This is an optimization exercise on Yosys and OpenROAD, whose aim is small area and a short achievable clock period, not a production implementation. Power and IR drop assume default switching activity.

==> xenon <==
## wallaceMulTop
module wallaceMulTop (
	input  logic        clk,
	input  logic        arstN,
	input  logic        reqValid,
	input  logic [15:0] reqOpA,
	input  logic [15:0] reqOpB,
	output logic        respValid,
	output logic [31:0] respProduct
);
Settings: LEC_CHECK=0, ABC_CLOCK_PERIOD_IN_PS=2500, CAP_MARGIN=20, CORE_MARGIN=2, CORE_UTILIZATION=60, SETUP_SLACK_MARGIN=2.1, SLEW_MARGIN=20, SYNTH_HIERARCHICAL=1; clock period 4.3 ns.
standard.sh (not shown) runs the stock make flow with config.mk's settings and CLKGATE_MAP_FILE= SYNTH_SCRIPT=/design/flow/synth_recipe.tcl, a recipe that flattens the netlist after the stock synthesis.
==> flow/flow/run.sh <==
#!/bin/bash
# The standard layout (standard.sh, unchanged synthesis) with two changes:
# the port buffers are plain buf_2 cells instead of the delay buffers that
# buffer_ports picks by default, and the clock tree is built from clkbuf_4 and
# clkbuf_8 cells without dummy loads.
set -euo pipefail
export BUFFER_PORTS_ARGS="-buffer_cell sky130_fd_sc_hd__buf_2"
export CTS_ARGS="-sink_clustering_enable -repair_clock_nets -buf_list {sky130_fd_sc_hd__clkbuf_4 sky130_fd_sc_hd__clkbuf_8} -dont_use_dummy_load"
bash standard.sh > standard.log 2>&1
==> cedar: changes against xenon <==
==> flow/config.mk (replaced) <==
export PLATFORM = sky130hd
export DESIGN_NAME = wallaceMulTop
export DESIGN_NICKNAME = wallaceMulTop
export VERILOG_FILES = /design/flow/design.v
export SDC_FILE = /design/flow/constraint.sdc
export NUM_CORES = 4
export LEC_CHECK = 0
export ABC_CLOCK_PERIOD_IN_PS = 2500
export CAP_MARGIN = 20
export CORE_MARGIN = 2
export CORE_UTILIZATION = 60
export SETUP_SLACK_MARGIN = 1.5
export SLEW_MARGIN = 20
export SYNTH_HIERARCHICAL = 1
==> garnet: changes against xenon <==
--- a/flow/design.v
+++ b/flow/design.v
@@ -19,16 +19,26 @@
 	input  logic a,
 	input  logic b,
 	output logic s,
 	output logic co
 );
 	assign s  = a ^ b;
 	assign co = a & b;
 endmodule
+module boothEnc (
+	input  logic [2:0] b,
+	output logic       one,
+	output logic       two,
+	output logic       neg
+);
+	assign one = b[1] ^ b[0];
+	assign two = (b[2] & ~b[1] & ~b[0]) | (~b[2] & b[1] & b[0]);
+	assign neg = b[2];
+endmodule
 `timescale 1ns/1ps
 `timescale 1ns/1ps
 `timescale 1ns/1ps
 `timescale 1ns/1ps
 module wallaceMulTop (
 	input  logic        clk,
 	input  logic        arstN,
 	input  logic        reqValid,
@@ -62,22 +72,18 @@
 		s2_q        <= s2_d;
 		respProduct <= sum;
 	end
 	logic [16:0] bx;
 	logic [7:0]  one;
 	logic [7:0]  two;
 	logic [7:0]  neg;
 	assign bx = {reqOpB, 1'b0};
-	always_comb begin
-		for (int i = 0; i < 8; i++) begin
-			one[i] = bx[2*i+1] ^ bx[2*i];
-			two[i] = (bx[2*i+2] & ~bx[2*i+1] & ~bx[2*i]) | (~bx[2*i+2] & bx[2*i+1] & bx[2*i]);
-			neg[i] = bx[2*i+2];
-		end
+	for (genvar i = 0; i < 8; i++) begin : gEnc
+		boothEnc uEnc (.b(bx[2*i+2:2*i]), .one(one[i]), .two(two[i]), .neg(neg[i]));
 	end
 	logic pp0_0;
 	logic pp0_1;
 	logic pp0_2;
 	logic pp0_3;
 	logic pp0_4;
 	logic pp0_5;
 	logic pp0_6;
==> flow/flow/run.sh (replaced) <==
#!/bin/bash
# The standard layout (standard.sh, unchanged synthesis) with two changes:
# the port buffers are plain buf_2 cells instead of the delay buffers that
# buffer_ports picks by default, and the clock tree is built from clkbuf_8 cells without dummy loads.
set -euo pipefail
export BUFFER_PORTS_ARGS="-buffer_cell sky130_fd_sc_hd__buf_2"
export CTS_ARGS="-sink_clustering_enable -repair_clock_nets -buf_list sky130_fd_sc_hd__clkbuf_8 -dont_use_dummy_load -sink_clustering_size 14 -sink_clustering_max_diameter 100"
bash standard.sh > standard.log 2>&1
==> qor summary <==
	garnet	xenon	cedar
Portion of netlist area occupied by mux cells	0	0.00696	0.00696
Post-synthesis instance total	967	1447	1447
Run status	timing/DRC/antenna clean	timing/DRC/antenna clean	timing/DRC/antenna clean
Max_slew headroom	-	0.452	0.297
Pin count of the biggest net entering global routing	35	44	44
Number of nets in the finished design	1222	1649	1628
Switching power summed over all nets	3560 uW	3530 uW	3200 uW
Least-Margin Pin Slew	-	0.822 ns	1.05 ns
Met1 Use GR	0.375	0.438	0.450
Antenna violations before repair	0	1	0
Final HPWL from detailed placement	17.2 mm	24.0 mm	22.8 mm
Multi-input combinational area share	0.542	0.598	0.588
Met3 wire length	1.93 mm	3.56 mm	3.52 mm
Area share of fa/ha/maj cells after synthesis	0.272	0.261	0.261
Utilization of the core after routing	0.696	0.697	0.648
No functional check of the RTL was part of any run of this note.

afterwards: timing with drivers on the ports:
The flow's constraints put no driver on any port. The routed layouts listed below were extracted and timed again, unchanged, in two steps.
Step 1 assumes that a clkbuf_16 drives the clock port and a buf_2 every other input.
Step 2 moves the port delays by t, midway between the first and last clock arrival at a register: inputs arrive t later, outputs are due t later. That takes back most of the time a late clock gives input paths.
Slacks: ideal / step 1 / step 2; pairs: ideal / step 1.
run	t (ns)	slack for setup (ns)	worst slew at a driven data input, ns	pins driven straight from the clock port
xenon	0.557	2.023 / 2.023 / 1.615	0.05	1
cedar	0.541	1.645 / 1.645 / 1.128	0.05	1
garnet	0.529	1.916 / 1.916 / 1.560	0.05	1
After both steps setup and hold are still met in every run listed. For cedar, which loses most, drivers alone change the setup slack by 0.000 ns; drivers and shift together by -0.517 ns.
